This design comes from an exercise in tuning for small area, a short achievable clock period and few clock cycles per item on the open sky130 flow, not from production work.
Function was not checked in any run shown here: the RTL went through the layout flow alone.
Power is estimated from default activity; no workload was simulated.

==> flow/design.v (outline; a module is shown in full before it is edited, if it fits) <==
// module iter_multiplier: 1213 lines
module iter_multiplier (
    input  logic        clk,
    input  logic        rst_n,
    input  logic        mul_start,
    input  logic [63:0] a,
    input  logic [63:0] b,
    input  logic [1:0]  op,
    input  logic        word,
    input  logic        next,
    output logic [63:0] mul_result,
    output logic        mul_ok,
    output logic        busy
);
  // ...
==> flow/flow/run.sh <==
#!/bin/bash
set -e
export BUFFER_PORTS_ARGS="-buffer_cell sky130_fd_sc_hd__buf_2"
bash standard.sh > standard.log 2>&1
==> flow/standard.sh <==
#!/bin/bash
# synth_recipe.tcl (not shown) runs the flow's synth.tcl, then flattens the netlist and writes it again
# the make line also repeats each setting of config.mk as NAME=value (left out here)
make -C /OpenROAD-flow-scripts/flow DESIGN_CONFIG=/design/flow/config.mk WORK_HOME=/design/flow/orfs CLKGATE_MAP_FILE= SYNTH_SCRIPT=/design/flow/synth_recipe.tcl "${@:-finish}"
==> flow/config.mk <==
export PLATFORM = sky130hd
export DESIGN_NAME = iter_multiplier
export DESIGN_NICKNAME = iter_multiplier
export VERILOG_FILES = /design/flow/design.v
export SDC_FILE = /design/flow/constraint.sdc
export NUM_CORES = 4
export LEC_CHECK = 0
export CAP_MARGIN = 20
export CORE_MARGIN = 2
export CORE_UTILIZATION = 40
export CTS_CLUSTER_DIAMETER = 60
export CTS_CLUSTER_SIZE = 24
export PLACE_DENSITY = 0.8
export SETUP_SLACK_MARGIN = 4.5
export SLEW_MARGIN = 20
==> flow/constraint.sdc <==
create_clock -name core_clock -period 7.5 [get_ports {clk}]
set_input_delay 1.5000 -clock core_clock [delete_from_list [all_inputs] [get_ports {clk}]]
set_output_delay 1.5000 -clock core_clock [all_outputs]
set_load 0.01 [all_outputs]
==> results.txt, run 1 <==
The sequential share of cell area is 28.1%. The dominant cell type by area after synthesis is sky130_fd_sc_hd__fa_1. The count of inserted tapcells is 855. The routed wire length is 80.1 mm.

The synthesized instance count is 2590. In this run, the number of DRC markers left after iteration 0 of detailed routing was 2421. The design has 336 sequential cells.

The tool flagged a number of max-cap violations equal to 0. The sequential share of power came out at 23.7%. The core region is 0.0642 mm^2.

The number of clock buffers in the layout is 38. After clock tree synthesis, the repair step resized 39 gates. In the layout the commonest cells are sky130_fd_sc_hd__fa_1, sky130_fd_sc_hd__a22oi_1, sky130_fd_sc_hd__xor2_1. The final RePlAce weighted congestion is 0.955. OpenSTA, run right after detailed placement, puts the worst setup slack at 4.06 ns. The count of inverters other than clock inverters in the layout came out at 194. The number of setup buffers added after CTS is 3. The synthesis-to-finish area growth is 12.1%. TritonCTS built the clock tree. The cell row count came out at 93. The flow ran to the end and the layout has no timing, DRC or antenna violations.

By area, the combinational part of the netlist is dominated by adder cells. The final HPWL from detailed placement came out at 58.5 mm. Summing the areas of all compound-gate instances in the mapped netlist gives 16.1% of the synthesized area.

The final critical-path setup slack came out at 4.50 ns. The detailed-routed wire length on met2 came out at 35.0 mm. The number of hold violations in the final report came out at 0.

The CTS sink count is 336. The worst setup path endpoint is b_q[21]. Setup repair after global routing could not meet its margin everywhere. The number of synthesized flops with an enable pin is 133. The worst path uses 39.9% of the clock period. The multi-input combinational area share is 57.0%. For this run, global-route usage on met2 was measured as 35.2%.

Of all the cell area in the finished design, the clock network holds 3.79%.
==> run 2, diff against run 1 <==
--- a/flow/design.v
+++ b/flow/design.v
@@ -6,27 +6,28 @@
     input  logic [63:0] b,
     input  logic [1:0]  op,
     input  logic        word,
     input  logic        next,
     output logic [63:0] mul_result,
     output logic        mul_ok,
     output logic        busy
 );
-    logic        busy_q, fix_q, inc_q, ok_q;
+    logic        busy_q, fix_q, ok_q;
     logic [63:0] a_q, b_q;
     logic        a64_q, b64_q;
     logic [66:0] s_q, c_q;
     logic        cy_q;
     logic [7:0]  lo_s_q, lo_c_q;
-    logic [3:0][3:0] one_s_q, two_s_q, neg_s_q;
+    logic [3:0]  one_q, two_q, neg_q;       
+    logic [3:0]  one_h_q, two_h_q, neg_h_q;  
     logic [2:0]  cnt_q;
     logic        word_q, fixop_q;
     wire idle = !busy_q && !ok_q;
-    wire calc = busy_q && !fix_q && !inc_q;
+    wire calc = busy_q && !fix_q;
     wire a_sgn_in = (op != 2'b11);
     wire b_sgn_in = !op[1];
     wire a64_in   = a_sgn_in & a[63];
     function automatic logic [2:0] benc(input logic x2, input logic x1, input logic x0);
         benc[0] = x1 ^ x0;                                   
         benc[1] = (x2 & ~x1 & ~x0) | (~x2 & x1 & x0);        
         benc[2] = x2;                                        
     endfunction
@@ -43,32 +44,24 @@
             neg_d[i] = e[2];
         end
     end
     wire [66:0] ax = {a64_q, a64_q, a64_q, a_q};
     wire [66:0] ax2 = {ax[65:0], 1'b0};
     logic [66:0] e0, e1, e2, e3;
     always_comb begin
         logic [66:0] p0, p1, p2, p3;
-        p0 = {({16{one_s_q[3][0]}} & ax[66:51] | {16{two_s_q[3][0]}} & ax2[66:51]) ^ {16{neg_s_q[3][0]}},
-              ({17{one_s_q[2][0]}} & ax[50:34] | {17{two_s_q[2][0]}} & ax2[50:34]) ^ {17{neg_s_q[2][0]}},
-              ({17{one_s_q[1][0]}} & ax[33:17] | {17{two_s_q[1][0]}} & ax2[33:17]) ^ {17{neg_s_q[1][0]}},
-              ({17{one_s_q[0][0]}} & ax[16:0] | {17{two_s_q[0][0]}} & ax2[16:0]) ^ {17{neg_s_q[0][0]}}};
-        p1 = {({16{one_s_q[3][1]}} & ax[66:51] | {16{two_s_q[3][1]}} & ax2[66:51]) ^ {16{neg_s_q[3][1]}},
-              ({17{one_s_q[2][1]}} & ax[50:34] | {17{two_s_q[2][1]}} & ax2[50:34]) ^ {17{neg_s_q[2][1]}},
-              ({17{one_s_q[1][1]}} & ax[33:17] | {17{two_s_q[1][1]}} & ax2[33:17]) ^ {17{neg_s_q[1][1]}},
-              ({17{one_s_q[0][1]}} & ax[16:0] | {17{two_s_q[0][1]}} & ax2[16:0]) ^ {17{neg_s_q[0][1]}}};
-        p2 = {({16{one_s_q[3][2]}} & ax[66:51] | {16{two_s_q[3][2]}} & ax2[66:51]) ^ {16{neg_s_q[3][2]}},
-              ({17{one_s_q[2][2]}} & ax[50:34] | {17{two_s_q[2][2]}} & ax2[50:34]) ^ {17{neg_s_q[2][2]}},
-              ({17{one_s_q[1][2]}} & ax[33:17] | {17{two_s_q[1][2]}} & ax2[33:17]) ^ {17{neg_s_q[1][2]}},
-              ({17{one_s_q[0][2]}} & ax[16:0] | {17{two_s_q[0][2]}} & ax2[16:0]) ^ {17{neg_s_q[0][2]}}};
-        p3 = {({16{one_s_q[3][3]}} & ax[66:51] | {16{two_s_q[3][3]}} & ax2[66:51]) ^ {16{neg_s_q[3][3]}},
-              ({17{one_s_q[2][3]}} & ax[50:34] | {17{two_s_q[2][3]}} & ax2[50:34]) ^ {17{neg_s_q[2][3]}},
-              ({17{one_s_q[1][3]}} & ax[33:17] | {17{two_s_q[1][3]}} & ax2[33:17]) ^ {17{neg_s_q[1][3]}},
-              ({17{one_s_q[0][3]}} & ax[16:0] | {17{two_s_q[0][3]}} & ax2[16:0]) ^ {17{neg_s_q[0][3]}}};
+        p0 = {({33{one_h_q[0]}} & ax[66:34] | {33{two_h_q[0]}} & ax2[66:34]) ^ {33{neg_h_q[0]}},
+              ({34{one_q[0]}} & ax[33:0] | {34{two_q[0]}} & ax2[33:0]) ^ {34{neg_q[0]}}};
+        p1 = {({33{one_h_q[1]}} & ax[66:34] | {33{two_h_q[1]}} & ax2[66:34]) ^ {33{neg_h_q[1]}},
+              ({34{one_q[1]}} & ax[33:0] | {34{two_q[1]}} & ax2[33:0]) ^ {34{neg_q[1]}}};
+        p2 = {({33{one_h_q[2]}} & ax[66:34] | {33{two_h_q[2]}} & ax2[66:34]) ^ {33{neg_h_q[2]}},
+              ({34{one_q[2]}} & ax[33:0] | {34{two_q[2]}} & ax2[33:0]) ^ {34{neg_q[2]}}};
+        p3 = {({33{one_h_q[3]}} & ax[66:34] | {33{two_h_q[3]}} & ax2[66:34]) ^ {33{neg_h_q[3]}},
+              ({34{one_q[3]}} & ax[33:0] | {34{two_q[3]}} & ax2[33:0]) ^ {34{neg_q[3]}}};
         e0 = {~p0[66], p0[65:0]};
         e1 = {~p1[66], p1[65:0]};
         e2 = {~p2[66], p2[65:0]};
         e3 = {~p3[66], p3[65:0]};
     end
     wire [74:0] ts, tc;
     wire fs0 = s_q[7] ^ c_q[7];
     wire fc0 = s_q[7] & c_q[7];
@@ -190,25 +183,25 @@
     wire fc58 = s_q[65] & c_q[65];
     wire fs59, fc59;
     assign {fc59, fs59} = {1'b0, 1'b1} + {1'b0, s_q[66]} + {1'b0, c_q[66]};
     wire fs60 = s_q[3] ^ c_q[3];
     wire fc60 = s_q[3] & c_q[3];
     wire fs61 = s_q[4] ^ c_q[4];
     wire fc61 = s_q[4] & c_q[4];
     wire fs62, fc62;
-    assign {fc62, fs62} = {1'b0, s_q[5]} + {1'b0, c_q[5]} + {1'b0, neg_s_q[0][2]};
+    assign {fc62, fs62} = {1'b0, s_q[5]} + {1'b0, c_q[5]} + {1'b0, neg_q[2]};
     wire fs63 = e0[4] ^ e1[2];
     wire fc63 = e0[4] & e1[2];
     wire fs64, fc64;
     assign {fc64, fs64} = {1'b0, s_q[6]} + {1'b0, c_q[6]} + {1'b0, e0[5]};
     wire fs65 = e1[3] ^ e2[1];
     wire fc65 = e1[3] & e2[1];
     wire fs66, fc66;
-    assign {fc66, fs66} = {1'b0, neg_s_q[0][3]} + {1'b0, fs0} + {1'b0, e0[6]};
+    assign {fc66, fs66} = {1'b0, neg_q[3]} + {1'b0, fs0} + {1'b0, e0[6]};
     wire fs67, fc67;
     assign {fc67, fs67} = {1'b0, e1[4]} + {1'b0, e2[2]} + {1'b0, e3[0]};
     wire fs68, fc68;
     assign {fc68, fs68} = {1'b0, fc0} + {1'b0, fs1} + {1'b0, e0[7]};
     wire fs69, fc69;
     assign {fc69, fs69} = {1'b0, e1[5]} + {1'b0, e2[3]} + {1'b0, e3[1]};
     wire fs70, fc70;
     assign {fc70, fs70} = {1'b0, fc1} + {1'b0, fs2} + {1'b0, e0[8]};
@@ -448,17 +441,17 @@
     wire fc187 = e2[62] & e3[60];
     wire fs188, fc188;
     assign {fc188, fs188} = {1'b0, 1'b1} + {1'b0, e1[65]} + {1'b0, e2[63]};
     wire fs189 = s_q[1] ^ c_q[1];
     wire fc189 = s_q[1] & c_q[1];
     wire fs190 = s_q[2] ^ c_q[2];
     wire fc190 = s_q[2] & c_q[2];
     wire fs191, fc191;
-    assign {fc191, fs191} = {1'b0, neg_s_q[0][1]} + {1'b0, fs60} + {1'b0, e0[2]};
+    assign {fc191, fs191} = {1'b0, neg_q[1]} + {1'b0, fs60} + {1'b0, e0[2]};
     wire fs192, fc192;
     assign {fc192, fs192} = {1'b0, fc60} + {1'b0, fs61} + {1'b0, e0[3]};
     wire fs193, fc193;
     assign {fc193, fs193} = {1'b0, fc61} + {1'b0, fs62} + {1'b0, e2[0]};
     wire fs194, fc194;
     assign {fc194, fs194} = {1'b0, fc62} + {1'b0, fc63} + {1'b0, fs65};
     wire fs195, fc195;
     assign {fc195, fs195} = {1'b0, fc65} + {1'b0, fc64} + {1'b0, fs66};
@@ -583,18 +576,18 @@
     wire fs255, fc255;
     assign {fc255, fs255} = {1'b0, fs187} + {1'b0, fc184} + {1'b0, fc185};
     wire fs256, fc256;
     assign {fc256, fs256} = {1'b0, e3[61]} + {1'b0, fc187} + {1'b0, fc186};
     wire fs257, fc257;
     assign {fc257, fs257} = {1'b0, e1[66]} + {1'b0, e2[64]} + {1'b0, e3[62]};
     wire fs258 = 1'b1 ^ e2[65];
     wire fc258 = 1'b1 & e2[65];
-    wire fs259 = neg_s_q[0][0] ^ fs189;
-    wire fc259 = neg_s_q[0][0] & fs189;
+    wire fs259 = neg_q[0] ^ fs189;
+    wire fc259 = neg_q[0] & fs189;
     wire fs260, fc260;
     assign {fc260, fs260} = {1'b0, fc189} + {1'b0, fs190} + {1'b0, e0[1]};
     wire fs261, fc261;
     assign {fc261, fs261} = {1'b0, fc190} + {1'b0, e1[0]} + {1'b0, fs191};
     wire fs262, fc262;
     assign {fc262, fs262} = {1'b0, e1[1]} + {1'b0, fc191} + {1'b0, fs192};
     wire fs263, fc263;
     assign {fc263, fs263} = {1'b0, fs63} + {1'b0, fc192} + {1'b0, fs193};
@@ -929,16 +922,17 @@
     assign hlc[26] = hlg4_25 | (hlp4_25 & c8);
     assign hlc[27] = hlg4_26 | (hlp4_26 & c8);
     assign hlc[28] = hlg4_27 | (hlp4_27 & c8);
     assign hlc[29] = hlg4_28 | (hlp4_28 & c8);
     assign hlc[30] = hlg4_29 | (hlp4_29 & c8);
     assign hlc[31] = hlg4_30 | (hlp4_30 & c8);
     assign hlc[32] = hlg4_31 | (hlp4_31 & c8);
     wire [31:0] hl = hlp ^ hlc[31:0];
+    wire c32 = hlc[32];
     wire [31:0] hhp = s_q[63:32] ^ c_q[63:32];
     wire [31:0] hhg = s_q[63:32] & c_q[63:32];
     wire hhg0_1 = hhg[1] | (hhp[1] & hhg[0]);
     wire hhp0_1 = hhp[1] & hhp[0];
     wire hhg0_3 = hhg[3] | (hhp[3] & hhg[2]);
     wire hhp0_3 = hhp[3] & hhp[2];
     wire hhg0_5 = hhg[5] | (hhp[5] & hhg[4]);
     wire hhp0_5 = hhp[5] & hhp[4];
@@ -1092,61 +1086,59 @@
     wire hhp4_28 = hhp3_28 & hhp3_15;
     wire hhg4_29 = hhg3_29 | (hhp3_29 & hhg3_15);
     wire hhp4_29 = hhp3_29 & hhp3_15;
     wire hhg4_30 = hhg3_30 | (hhp3_30 & hhg3_15);
     wire hhp4_30 = hhp3_30 & hhp3_15;
     wire hhg4_31 = hhg3_31 | (hhp3_31 & hhg3_15);
     wire hhp4_31 = hhp3_31 & hhp3_15;
     wire [32:0] hhc;
-    assign hhc[0] = 1'b0;
-    assign hhc[1] = hhg[0];
-    assign hhc[2] = hhg0_1;
-    assign hhc[3] = hhg1_2;
-    assign hhc[4] = hhg1_3;
-    assign hhc[5] = hhg2_4;
-    assign hhc[6] = hhg2_5;
-    assign hhc[7] = hhg2_6;
-    assign hhc[8] = hhg2_7;
-    assign hhc[9] = hhg3_8;
-    assign hhc[10] = hhg3_9;
-    assign hhc[11] = hhg3_10;
-    assign hhc[12] = hhg3_11;
-    assign hhc[13] = hhg3_12;
-    assign hhc[14] = hhg3_13;
-    assign hhc[15] = hhg3_14;
-    assign hhc[16] = hhg3_15;
-    assign hhc[17] = hhg4_16;
-    assign hhc[18] = hhg4_17;
-    assign hhc[19] = hhg4_18;
-    assign hhc[20] = hhg4_19;
-    assign hhc[21] = hhg4_20;
-    assign hhc[22] = hhg4_21;
-    assign hhc[23] = hhg4_22;
-    assign hhc[24] = hhg4_23;
-    assign hhc[25] = hhg4_24;
-    assign hhc[26] = hhg4_25;
-    assign hhc[27] = hhg4_26;
-    assign hhc[28] = hhg4_27;
-    assign hhc[29] = hhg4_28;
-    assign hhc[30] = hhg4_29;
-    assign hhc[31] = hhg4_30;
-    assign hhc[32] = hhg4_31;
+    assign hhc[0] = c32;
+    assign hhc[1] = hhg[0] | (hhp[0] & c32);
+    assign hhc[2] = hhg0_1 | (hhp0_1 & c32);
+    assign hhc[3] = hhg1_2 | (hhp1_2 & c32);
+    assign hhc[4] = hhg1_3 | (hhp1_3 & c32);
+    assign hhc[5] = hhg2_4 | (hhp2_4 & c32);
+    assign hhc[6] = hhg2_5 | (hhp2_5 & c32);
+    assign hhc[7] = hhg2_6 | (hhp2_6 & c32);
+    assign hhc[8] = hhg2_7 | (hhp2_7 & c32);
+    assign hhc[9] = hhg3_8 | (hhp3_8 & c32);
+    assign hhc[10] = hhg3_9 | (hhp3_9 & c32);
+    assign hhc[11] = hhg3_10 | (hhp3_10 & c32);
+    assign hhc[12] = hhg3_11 | (hhp3_11 & c32);
+    assign hhc[13] = hhg3_12 | (hhp3_12 & c32);
+    assign hhc[14] = hhg3_13 | (hhp3_13 & c32);
+    assign hhc[15] = hhg3_14 | (hhp3_14 & c32);
+    assign hhc[16] = hhg3_15 | (hhp3_15 & c32);
+    assign hhc[17] = hhg4_16 | (hhp4_16 & c32);
+    assign hhc[18] = hhg4_17 | (hhp4_17 & c32);
+    assign hhc[19] = hhg4_18 | (hhp4_18 & c32);
+    assign hhc[20] = hhg4_19 | (hhp4_19 & c32);
+    assign hhc[21] = hhg4_20 | (hhp4_20 & c32);
+    assign hhc[22] = hhg4_21 | (hhp4_21 & c32);
+    assign hhc[23] = hhg4_22 | (hhp4_22 & c32);
+    assign hhc[24] = hhg4_23 | (hhp4_23 & c32);
+    assign hhc[25] = hhg4_24 | (hhp4_24 & c32);
+    assign hhc[26] = hhg4_25 | (hhp4_25 & c32);
+    assign hhc[27] = hhg4_26 | (hhp4_26 & c32);
+    assign hhc[28] = hhg4_27 | (hhp4_27 & c32);
+    assign hhc[29] = hhg4_28 | (hhp4_28 & c32);
+    assign hhc[30] = hhg4_29 | (hhp4_29 & c32);
+    assign hhc[31] = hhg4_30 | (hhp4_30 & c32);
+    assign hhc[32] = hhg4_31 | (hhp4_31 & c32);
     wire [31:0] hh = hhp ^ hhc[31:0];
-    wire c32 = hlc[32];
     logic [63:0] b_d, b_e, b_sh;
     always_comb begin
         b_e = b_q;
         if (idle) b_e = b;
-        else if (inc_q) b_e[63:32] = b_q[63:32] + 32'd1;
         b_sh = {low9[7:0], b_q[63:8]};
         if (word_q) b_sh[31:24] = low9[7:0];
         if (word_q && fix_q) b_sh[63:32] = {32{low9[7]}};
         if (fix_q && fixop_q) b_d = {hh, hl};
-        else if (busy_q && !inc_q) b_d = b_sh;
+        else if (busy_q) b_d = b_sh;
         else b_d = b_e;
     end
     wire last = word_q ? (cnt_q == 3'd3) : (cnt_q == 3'd7);
     always_ff @(posedge clk) begin
         b_q <= b_d;
         if (idle) begin
             a_q     <= a;
             a64_q   <= a64_in;
@@ -1160,54 +1152,38 @@
         end else begin
             s_q    <= ts[74:8];
             c_q    <= tc[74:8];
             if (cnt_q != 3'd0 || fix_q) cy_q <= low9[8];
             cnt_q <= cnt_q + 3'd1;
         end
         lo_s_q <= ts[7:0];    
         lo_c_q <= tc[7:0];
-        one_s_q[0] <= one_d;
-        two_s_q[0] <= two_d;
-        neg_s_q[0] <= neg_d;
-        one_s_q[1] <= (calc && last) ? 4'b0 : one_d;
-        two_s_q[1] <= (calc && last) ? 4'b0 : two_d;
-        neg_s_q[1] <= (calc && last) ? 4'b0 : neg_d;
-        one_s_q[2] <= fix_q ? 4'b0 : one_d;
-        two_s_q[2] <= fix_q ? 4'b0 : two_d;
-        neg_s_q[2] <= fix_q ? 4'b0 : neg_d;
-        one_s_q[3] <= ok_q ? 4'b0 : one_d;
-        two_s_q[3] <= ok_q ? 4'b0 : two_d;
-        neg_s_q[3] <= ok_q ? 4'b0 : neg_d;
+        one_q <= one_d;
+        two_q <= two_d;
+        neg_q <= neg_d;
+        one_h_q <= (calc && last) ? 4'b0 : one_d;
+        two_h_q <= (calc && last) ? 4'b0 : two_d;
+        neg_h_q <= (calc && last) ? 4'b0 : neg_d;
     end
     always_ff @(posedge clk or negedge rst_n) begin
         if (!rst_n) begin
             busy_q <= 1'b0;
             fix_q  <= 1'b0;
-            inc_q  <= 1'b0;
             ok_q   <= 1'b0;
         end else if (next) begin
             busy_q <= 1'b0;
             fix_q  <= 1'b0;
-            inc_q  <= 1'b0;
             ok_q   <= 1'b0;
         end else if (idle) begin
             busy_q <= mul_start;
         end else if (calc) begin
             if (last) fix_q <= 1'b1;
         end else if (fix_q) begin
-            fix_q <= 1'b0;
-            if (fixop_q && c32) begin
-                inc_q <= 1'b1;
-            end else begin
-                busy_q <= 1'b0;
-                ok_q   <= 1'b1;
-            end
-        end else if (inc_q) begin
-            inc_q  <= 1'b0;
+            fix_q  <= 1'b0;
             busy_q <= 1'b0;
             ok_q   <= 1'b1;
         end
     end
     assign mul_result = b_q;
     assign mul_ok     = ok_q;
     assign busy       = busy_q;
 endmodule
==> run 2 against run 1 <==
Wire length shrank 2.7%. Sequential share of layout area decreased by 1.4 points. Die area decreased by 5.7%. Critical path type unchanged. Largest cell class unchanged. Highest routed layer unchanged.
==> results.txt, run 2 <==
The synthesized instance count is 2362 (was 2590). The dominant cell type by area after synthesis is sky130_fd_sc_hd__fa_1 (unchanged). The power after layout is 12.5 mW (was 14.2 mW). The pin count of the biggest net entering global routing was 144 (was 115).

The number of H-tree branching levels came to 1 (unchanged). The global-route wire length before repair came out at 117 mm (was 122 mm). The number of hold violations in the final report is 0 (unchanged). The insertion delay of the later-clocked pin in the worst-skew pair is 0.62 ns (was 0.63 ns). The synthesized area per cell came out at 10.3 um^2 (was 10.0 um^2). The nature of the critical path startpoint is a flip-flop (unchanged). The cell row count is 90 (was 93). The global-route congestion overflow total came to 0 (unchanged). The max-cap check violation count is 0 (unchanged). The worst setup path category was flip-flop to flip-flop (unchanged). The post-layout minimum cycle time came out at 3.46 ns (was 3.00 ns). The combinational group share of total power is 65.3% (was 64.2%).

The cell count after placement came out at 3156 (was 3420). The sequential share of power is 20.7% (was 23.7%). The achievable clock frequency came out at 289 MHz (was 334 MHz). The terminus of the critical flop-to-flop path is b_q[56] (was b_q[21]). The mapped cell area is 0.0244 mm^2 (was 0.0259 mm^2).

The number of flip-flops and latches in the synthesized netlist is 311 (was 336). The CTS sink count came out at 311 (was 336). The routed length per instance was 23.8 um (was 22.7 um). The clock tree buffer depth came out at 3 (unchanged). The post-detailed-route via-to-cell ratio is 6.03 (was 5.79). The net switching power was 5.88 mW (was 6.77 mW). The critical path required time is 7.99 ns (was 7.87 ns). The initial antenna violation count is 11 (was 12). The worst vdd rail ir drop is 212 uV (was 265 uV). Top cells by area, synth: sky130_fd_sc_hd__fa_1, sky130_fd_sc_hd__edfxtp_1, sky130_fd_sc_hd__dfxtp_1 (unchanged). The final RePlAce weighted congestion is 0.957 (was 0.955). The via count of the routed design is 19727 (was 20404). The number of endpoints failing setup at the final stage is 0 (unchanged). Outcome: timing/DRC/antenna clean (unchanged). The aggregate global-route resource usage came out at 23.7% (was 23.4%). The post-placement setup slack was 3.67 ns (was 4.06 ns). The flip-flop count of the largest register, all copies and words added is 67 (unchanged). The combined area of the multi-input logic cells is 0.0163 mm^2 (was 0.0166 mm^2). The final critical-path setup slack came to 4.04 ns (was 4.50 ns).

Post-synth top cells: sky130_fd_sc_hd__fa_1, sky130_fd_sc_hd__a22oi_1, sky130_fd_sc_hd__xor2_1, sky130_fd_sc_hd__inv_1, sky130_fd_sc_hd__dfxtp_1 (was sky130_fd_sc_hd__fa_1, sky130_fd_sc_hd__a22oi_1, sky130_fd_sc_hd__xor2_1, sky130_fd_sc_hd__dfxtp_1, sky130_fd_sc_hd__inv_1). The number of distinct library cell variants in the gate-level netlist after synthesis was 74 (was 78). The final HPWL from detailed placement came out at 53.9 mm (was 58.5 mm). The cell with the most instances after synthesis was sky130_fd_sc_hd__fa_1 (unchanged). The worst setup path endpoint is b_q[56] (was b_q[21]). The routed wire length came to 77.9 mm (was 80.1 mm).

The path type of the worst min-delay path is flip-flop to flip-flop (unchanged). The initial DRC count was 2635 (was 2421). The fraction of power spent switching nets is 47.1% (was 47.5%). The static leakage power came out at 11.1 nW (was 11.6 nW). The share of flip-flops with an asynchronous set or reset is 0.965% (was 1.19%). The number of nets at the end of the flow is 2940 (was 3121). The clock network fraction of total power came out at 14.0% (was 12.2%). The clock slew at the register clock pins of the worst setup and hold paths came out at 0.10 ns (was 0.09 ns).

The total of warnings raised by yosys was 1 (unchanged). The sort of element at the end of the critical path was a flip-flop (unchanged). The register ranked first by flip-flop count is c_q (unchanged). The source of the worst register-to-register timing path is c_q[5] (was c_q[7]). The largest clock skew in the final design was 0.0251 ns (was 0.0444 ns). The first-pass iteration count of the detailed router came to 9 (was 6). The internal power summed over all cells came to 6.61 mW (was 7.47 mW).

The synthesis-to-finish area growth came out at 17.0% (was 12.1%). The proportion of netlist area held by the largest area contributor was 21.5% (was 20.5%). The number of synthesized flops with an enable pin was 133 (unchanged). The starting utilization of the core area is 40.4% (about the same). The max-slew violation count came to 0 (unchanged).

The highest net fanout along the worst path is 4 (was 5). The worst reg2reg path depth was 13 (was 9). The post-route non-filler standard cell count is 3269 (was 3522). The total I/O pin count came out at 201 (unchanged). RSZ-0062 raised after global routing: yes (unchanged). The number of fill cells came to 5192 (was 5886). The root buffer selected by CTS is sky130_fd_sc_hd__clkbuf_16 (unchanged). The number of nets produced by synthesis came to 2841 (was 3074).

The clock buffer count from CTS is 30 (was 31). The placeable core area came out at 0.0604 mm^2 (was 0.0642 mm^2). The cell area after layout was 0.0286 mm^2 (was 0.0291 mm^2). The floorplan die area is 0.0630 mm^2 (was 0.0669 mm^2).

The leading cell type in the layout, fill and taps excluded is sky130_fd_sc_hd__fa_1 (unchanged). The number of nets still failing antenna checks after routing is 0 (unchanged). The worst reg-to-reg setup slack is 4.04 ns (was 4.50 ns). The sequential cell area is 0.00762 mm^2 (was 0.00815 mm^2). The power per cell area came out at 437 mW/mm^2 (was 490 mW/mm^2). The final core utilization was 47.3% (was 45.2%). The clock tree from TritonCTS was done (unchanged). The portion of the post-synthesis area used by sequential elements is 31.0% (was 31.2%). The proportion of layout cells with a drive suffix above 1 came out at 20.7% (was 16.0%). The start point of the critical path was c_q[5] (was c_q[7]). The port buffer count came out at 200 (unchanged). The prevailing post-synth register cell was sky130_fd_sc_hd__dfxtp_1 (unchanged).

The setup TNS is 0 ns (unchanged). Commonest cells after routing, fill and taps aside: sky130_fd_sc_hd__fa_1, sky130_fd_sc_hd__a22oi_1, sky130_fd_sc_hd__xor2_1 (unchanged). The post-route worst hold slack is 0.382 ns (about the same). The number of hold-repair buffers added at the cts stage came to 0 (unchanged). The share of the clock period used by the worst path is 46.1% (was 39.9%).

The die boundary width came out at 251 um (was 259 um). The pin slew with the least headroom to its limit is 1.12 ns (was 0.972 ns). Top Registers: c_q x67, s_q x65 (unchanged). The residual DRC count came to 0 (unchanged).

The post-detailed-placement cell area is 0.0258 mm^2 (was 0.0272 mm^2). The data arrival time of the critical path is 3.95 ns (was 3.37 ns). The tightest slew margin relative to the limit is 25.5% (was 35.2%). The y dimension of the die came out at 251 um (was 259 um).

The via count of the first global-routing pass came to 19390 (was 20259).
[run 2: cell types whose count changed after synthesis, moves of 10 or more]
cell | previous run | this run
sky130_fd_sc_hd__dfxtp_1 | 199 | 175
sky130_fd_sc_hd__nand2_1 | 142 | 72
sky130_fd_sc_hd__clkbuf_1 | 168 | 145
sky130_fd_sc_hd__xor2_1 | 233 | 206
sky130_fd_sc_hd__nor2_1 | 178 | 115
sky130_fd_sc_hd__inv_1 | 193 | 182
sky130_fd_sc_hd__o211ai_1 | 19 | 9
sky130_fd_sc_hd__a31oi_1 | 21 | 6
sky130_fd_sc_hd__mux2i_1 | 15 | 29
sky130_fd_sc_hd__o21ai_0 | 122 | 137
sky130_fd_sc_hd__o22ai_1 | 2 | 21
[run 2: cell type report]
cell class	count	share of cell area, %
multi-input combinational	1653	57.1
sequential	311	26.7
timing repair buffer	282	6.33
tap	782	3.43
clock buffer	32	2.73
inverter	183	2.47
clock inverter	24	1.30
antenna	2	0.0175
[run 2: kinds of logic after synthesis]
family                     count (synthesis)  synth area share [%]
AOI/OAI and AO/OA                        617                  17.1
DFF                                      311                  31.0
xor gates and xnor gates                 322                  11.6
buffers and inverters                    399                  6.35
adders and majority gates                344                  25.7
muxes                                     34                  1.42
and+or+nand+nor                          335                  6.92
[run 2: routing by layer]
layer	wire length [um]	vias up	GRT usage, %	share of wire (%)
met2	35300	1386	37.3	45
li1	-	8347	-	-
met5	110	-	0	0.14
met3	8910	297	5.15	11
met1	29600	9679	31.9	38
met4	4040	18	9.66	5.2
[run 2: worst min path at each step]
stage                 from   endpoint  slack [ns]  cells after the start
finish              s_q[0]  lo_s_q[0]        0.38                      0
floorplan           c_q[0]  lo_c_q[0]        0.35                      0
CTS                 s_q[0]  lo_s_q[0]        0.38                      0
global placement    c_q[0]  lo_c_q[0]        0.37                      0
global route        s_q[0]  lo_s_q[0]        0.39                      0
detailed placement  c_q[0]  lo_c_q[0]        0.37                      0
[run 2: worst max-delay path: stages, from the launching register on]
cell and delay, ns:
sky130_fd_sc_hd__dfxtp_2 0.35, sky130_fd_sc_hd__ha_4 0.27, sky130_fd_sc_hd__nand4_1 0.26, sky130_fd_sc_hd__nor4_4 0.43, sky130_fd_sc_hd__buf_4 0.19, sky130_fd_sc_hd__o2111ai_4 0.18
sky130_fd_sc_hd__a31oi_4 0.29, sky130_fd_sc_hd__o2111ai_2 0.16, sky130_fd_sc_hd__o211ai_4 0.18, sky130_fd_sc_hd__nor2_4 0.09, sky130_fd_sc_hd__buf_4 0.15, sky130_fd_sc_hd__buf_4 0.12
sky130_fd_sc_hd__o31ai_1 0.44, sky130_fd_sc_hd__a31o_2 0.22
[run 2: power by group through the flow]
stage	logic, mW	clock network, mW	registers (mW)
2_1_floorplan	5.28	0	2.41
3_3_place_gp	7.16	0	2.54
3_5_place_dp	7.37	0	2.55
4_1_cts	7.75	1.75	2.56
5_1_grt	9.07	1.81	2.61
6_report	8.16	1.75	2.58
[run 2: repair_timing]
| item | in CTS | in global routing |
|---|---|---|
| setup endpoints to repair | 191 | 154 |
| setup buffers | 29 | 21 |
| endpoints found under the hold margin | 0 | 0 |
| gates resized for setup | 126 | 105 |
| cloned | 3 | 2 |
| pin swaps | 42 | 44 |
==> run 3, diff against run 2 <==
--- a/flow/config.mk
+++ b/flow/config.mk
@@ -10,6 +10,5 @@
 export CORE_UTILIZATION = 40
 export CTS_CLUSTER_DIAMETER = 60
 export CTS_CLUSTER_SIZE = 24
-export PLACE_DENSITY = 0.8
 export SETUP_SLACK_MARGIN = 4.5
 export SLEW_MARGIN = 20
==> run 3 against run 2 <==
Count of clock-buffer cells in the layout is 7 higher. Maximum frequency increased by 4.6%. Hold slack got worse by 0.0085 ns. Setup slack improved by 0.15 ns. Combinational power down 3.6%. Global-route usage increased by 1.6 points. Critical endpoint is now b_q[58]. Largest power group unchanged. Highest routed layer is now met4.
==> results.txt, run 3 <==
The worst vdd rail ir drop is 190 uV (was 212 uV). The highest net fanout along the worst path is 7 (was 4). The final core utilization came out at 47.4% (was 47.3%). The number of distinct library cell variants in the gate-level netlist after synthesis came out at 74 (unchanged). The leading cell type in the layout, fill and taps excluded is sky130_fd_sc_hd__fa_1 (unchanged). The initial antenna violation count came to 1 (was 11). The pin slew with the least headroom to its limit came out at 0.963 ns (was 1.12 ns). The global-route wire length before repair came out at 122 mm (was 117 mm).

The power per cell area is 437 mW/mm^2 (about the same). The post-detailed-placement cell area came to 0.0257 mm^2 (was 0.0258 mm^2). The mapped cell area is 0.0244 mm^2 (unchanged). The number of nets produced by synthesis is 2841 (unchanged). The first-pass iteration count of the detailed router is 6 (was 9). The register ranked first by flip-flop count is c_q (unchanged).

The capture endpoint of the worst hold path is lo_c_q[0] (was lo_s_q[0]). The synthesis-to-finish area growth came to 17.2% (was 17.0%). The synthesized area per cell came out at 10.3 um^2 (unchanged). The number of nets at the end of the flow was 2953 (was 2940).

Post-synth top cells: sky130_fd_sc_hd__fa_1, sky130_fd_sc_hd__a22oi_1, sky130_fd_sc_hd__xor2_1, sky130_fd_sc_hd__inv_1, sky130_fd_sc_hd__dfxtp_1 (unchanged). The post-placement setup slack was 3.78 ns (was 3.67 ns). The setup TNS was 0 ns (unchanged).

The number of hold violations in the final report came to 0 (unchanged). The clock tree buffer depth is 3 (unchanged). The number of instances on the worst hold path is 0 (unchanged). The residual DRC count is 0 (unchanged). The root buffer selected by CTS is sky130_fd_sc_hd__clkbuf_16 (unchanged). The global-route congestion overflow total came out at 0 (unchanged). The via count of the first global-routing pass is 19916 (was 19390). The cell row count came out at 90 (unchanged). Outcome: timing/DRC/antenna clean (unchanged).

The data arrival time of the critical path came out at 3.65 ns (was 3.95 ns). The share of flip-flops with an asynchronous set or reset is 0.965% (unchanged). The cell count after placement came out at 3151 (was 3156). The achievable clock frequency came out at 302 MHz (was 289 MHz).

Top Registers: c_q x67, s_q x65 (unchanged). The flip-flop count of the largest register, all copies and words added came out at 67 (unchanged). The cell with the most instances after synthesis is sky130_fd_sc_hd__fa_1 (unchanged). The nature of the critical path startpoint was a flip-flop (unchanged).

The number of synthesized flops with an enable pin is 133 (unchanged). The pin count of the biggest net entering global routing is 92 (was 144). The routed length per instance is 24.7 um (was 23.8 um).

The proportion of netlist area held by the largest area contributor is 21.5% (unchanged). The source of the worst register-to-register timing path is s_q[11] (was c_q[5]). The starting utilization of the core area was 40.4% (unchanged). The via count of the routed design came to 19342 (was 19727). The placeable core area was 0.0604 mm^2 (unchanged). The startpoint of the most critical hold path was c_q[0] (was s_q[0]).

The terminus of the critical flop-to-flop path is b_q[58] (was b_q[56]). The worst setup path category is flip-flop to flip-flop (unchanged). The synthesized instance count is 2362 (unchanged). The post-layout minimum cycle time is 3.31 ns (was 3.46 ns). The number of hold-repair buffers added at the cts stage is 0 (unchanged). The final critical-path setup slack is 4.19 ns (was 4.04 ns).

The static leakage power is 11.2 nW (was 11.1 nW). The critical path required time came out at 7.84 ns (was 7.99 ns). The max-cap check violation count came to 0 (unchanged). The sort of element at the end of the critical path is a flip-flop (unchanged). The path type of the worst min-delay path is flip-flop to flip-flop (unchanged). The die boundary width came to 251 um (unchanged).

The floorplan die area is 0.0630 mm^2 (unchanged). The post-route non-filler standard cell count is 3286 (was 3269). The insertion delay of the later-clocked pin in the worst-skew pair came to 0.59 ns (was 0.62 ns). The number of flip-flops and latches in the synthesized netlist is 311 (unchanged). The clock tree from TritonCTS is done (unchanged).

The portion of the post-synthesis area used by sequential elements came to 31.0% (unchanged). The largest clock skew in the final design came to 0.0398 ns (was 0.0251 ns). The total of warnings raised by yosys is 1 (unchanged). Top cells by area, synth: sky130_fd_sc_hd__fa_1, sky130_fd_sc_hd__edfxtp_1, sky130_fd_sc_hd__dfxtp_1 (unchanged). The worst reg-to-reg setup slack came out at 4.19 ns (was 4.04 ns).

The number of fill cells is 5582 (was 5192). The initial DRC count came out at 1926 (was 2635). The dominant cell type by area after synthesis is sky130_fd_sc_hd__fa_1 (unchanged).

The CTS sink count came out at 311 (unchanged). The power after layout came out at 12.5 mW (about the same). RSZ-0062 raised after global routing: yes (unchanged). The clock slew at the register clock pins of the worst setup and hold paths came out at 0.09 ns (was 0.10 ns). The proportion of layout cells with a drive suffix above 1 is 20.1% (was 20.7%).

The port buffer count is 200 (unchanged). The clock buffer count from CTS came out at 37 (was 30). The final HPWL from detailed placement came out at 56.9 mm (was 53.9 mm). The cell area after layout is 0.0286 mm^2 (about the same). Commonest cells after routing, fill and taps aside: sky130_fd_sc_hd__fa_1, sky130_fd_sc_hd__a22oi_1, sky130_fd_sc_hd__xor2_1 (unchanged).

The y dimension of the die is 251 um (unchanged). The prevailing post-synth register cell is sky130_fd_sc_hd__dfxtp_1 (unchanged). The share of the clock period used by the worst path came out at 44.1% (was 46.1%). The worst reg2reg path depth is 12 (was 13). The number of H-tree branching levels came out at 2 (was 1). The aggregate global-route resource usage came to 25.3% (was 23.7%). The max-slew violation count came out at 0 (unchanged). The routed wire length came out at 81.1 mm (was 77.9 mm). The number of nets still failing antenna checks after routing came out at 0 (unchanged). The total I/O pin count came to 201 (unchanged). The tightest slew margin relative to the limit is 35.8% (was 25.5%). The post-route worst hold slack was 0.373 ns (was 0.382 ns). The final RePlAce weighted congestion is 0.961 (was 0.957). The number of endpoints failing setup at the final stage is 0 (unchanged).

The post-detailed-route via-to-cell ratio was 5.89 (was 6.03).
run 3: cell counts after synthesis:
Identical to the previous run, type by type.
run 3: how the worst max path moves through the flow:
stage	slack, ns	depth (start not counted)	start	endpoint
after CTS	4.32	13	c_q[14]	b_q[58]
after global placement	3.81	11	s_q[10]	b_q[46]
after detailed placement	3.78	12	cy_q	b_q[49]
after floorplan	4.50	11	s_q[13]	b_q[63]
after global routing	4.14	12	s_q[11]	b_q[58]
final	4.19	12	s_q[11]	b_q[58]
run 3: layout make-up:
| cell class | count | area [um^2] | share of cell area (%) |
|---|---|---|---|
| timing repair buffer | 287 | 1860 | 6.49 |
| inverter | 183 | 699 | 2.44 |
| multi-input combinational | 1654 | 16100 | 56.4 |
| clock inverter | 29 | 373 | 1.30 |
| antenna | 1 | 2.50 | 0.00875 |
| sequential | 311 | 7630 | 26.7 |
| clock buffer | 39 | 943 | 3.30 |
| tap | 782 | 978 | 3.42 |
run 3: critical path, cell delays in order, from the launching register on:
cell and delay [ns]:
sky130_fd_sc_hd__dfxtp_2 0.33, sky130_fd_sc_hd__ha_4 0.29, sky130_fd_sc_hd__nand4_1 0.22, sky130_fd_sc_hd__nor4_4 0.42, sky130_fd_sc_hd__o2111ai_2 0.26, sky130_fd_sc_hd__a31oi_4 0.39
sky130_fd_sc_hd__o2111ai_2 0.17, sky130_fd_sc_hd__o211ai_4 0.16, sky130_fd_sc_hd__a221oi_4 0.11, sky130_fd_sc_hd__buf_12 0.17, sky130_fd_sc_hd__a21o_4 0.20, sky130_fd_sc_hd__a21o_1 0.15
sky130_fd_sc_hd__a31o_1 0.19
run 3: kinds of logic (layout without fill, tap and decap cells):
group / Yosys count / after routing / synth area share (%)
other cells: 0 / 1 / 0
xor+xnor: 322 / 322 / 11.6
buf+inv: 399 / 538 / 6.35
compound gates: 617 / 617 / 17.1
mux: 34 / 34 / 1.42
flops: 311 / 311 / 31.0
fa+ha+maj: 344 / 344 / 25.7
simple gates: 335 / 337 / 6.92
run 3: report_power, final:
group / switching (mW) / total [mW] / internal [mW]
sequential: 0.394 / 2.64 / 2.24
combinational: 4.43 / 7.87 / 3.45
clock: 0.925 / 1.98 / 1.06
run 3: what timing repair did:
item | CTS | global route
endpoints found under the setup margin | 300 | 144
cloned | 2 | 2
buffers inserted | 32 | 30
gates resized for setup | 115 | 81
pin swaps | 52 | 49
run 3: metal layers:
layer / up-vias / global-route usage [%] / share of wire, %
li1: 8382 / - / -
met1: 9762 / 34.3 / 41
met2: 1012 / 39.9 / 46
met3: 186 / 5.65 / 9.1
met4: 0 / 8.98 / 3.8
met5: - / 0 / 0

[port drivers added, routing unchanged]
Ports are ideal in the flow. The routed layouts listed here were re-timed in OpenROAD. Step 1 sets driving cells, clkbuf_16 on the clock port and buf_2 on the other inputs (assumed; they add their load-dependent delay and slew). Step 2 times the ports against the registers' clock, not the clock port: input delays grow and output delays shrink by t, the midpoint of the rising clock arrivals with the driver on. a / b / c = ideal ports / drivers / drivers and shift; a / b = the first two.
run | t (ns) | setup slack, ns | worst setup path at the end | clock arrival spread, ns | slew at the worst register clock pin (ns)
run 1 | 0.666 | 4.505 / 4.444 / 4.207 | input to register | 0.048 / 0.048 | 0.10 / 0.10
run 2 | 0.667 | 4.039 / 4.039 / 4.039 | register to register | 0.035 / 0.035 | 0.10 / 0.10
run 3 | 0.633 | 4.192 / 4.192 / 4.192 | register to register | 0.041 / 0.042 | 0.09 / 0.09
After both steps setup and hold are still met in every run listed. For run 1, which loses most, drivers alone change the setup slack by -0.061 ns; drivers and shift together by -0.298 ns.
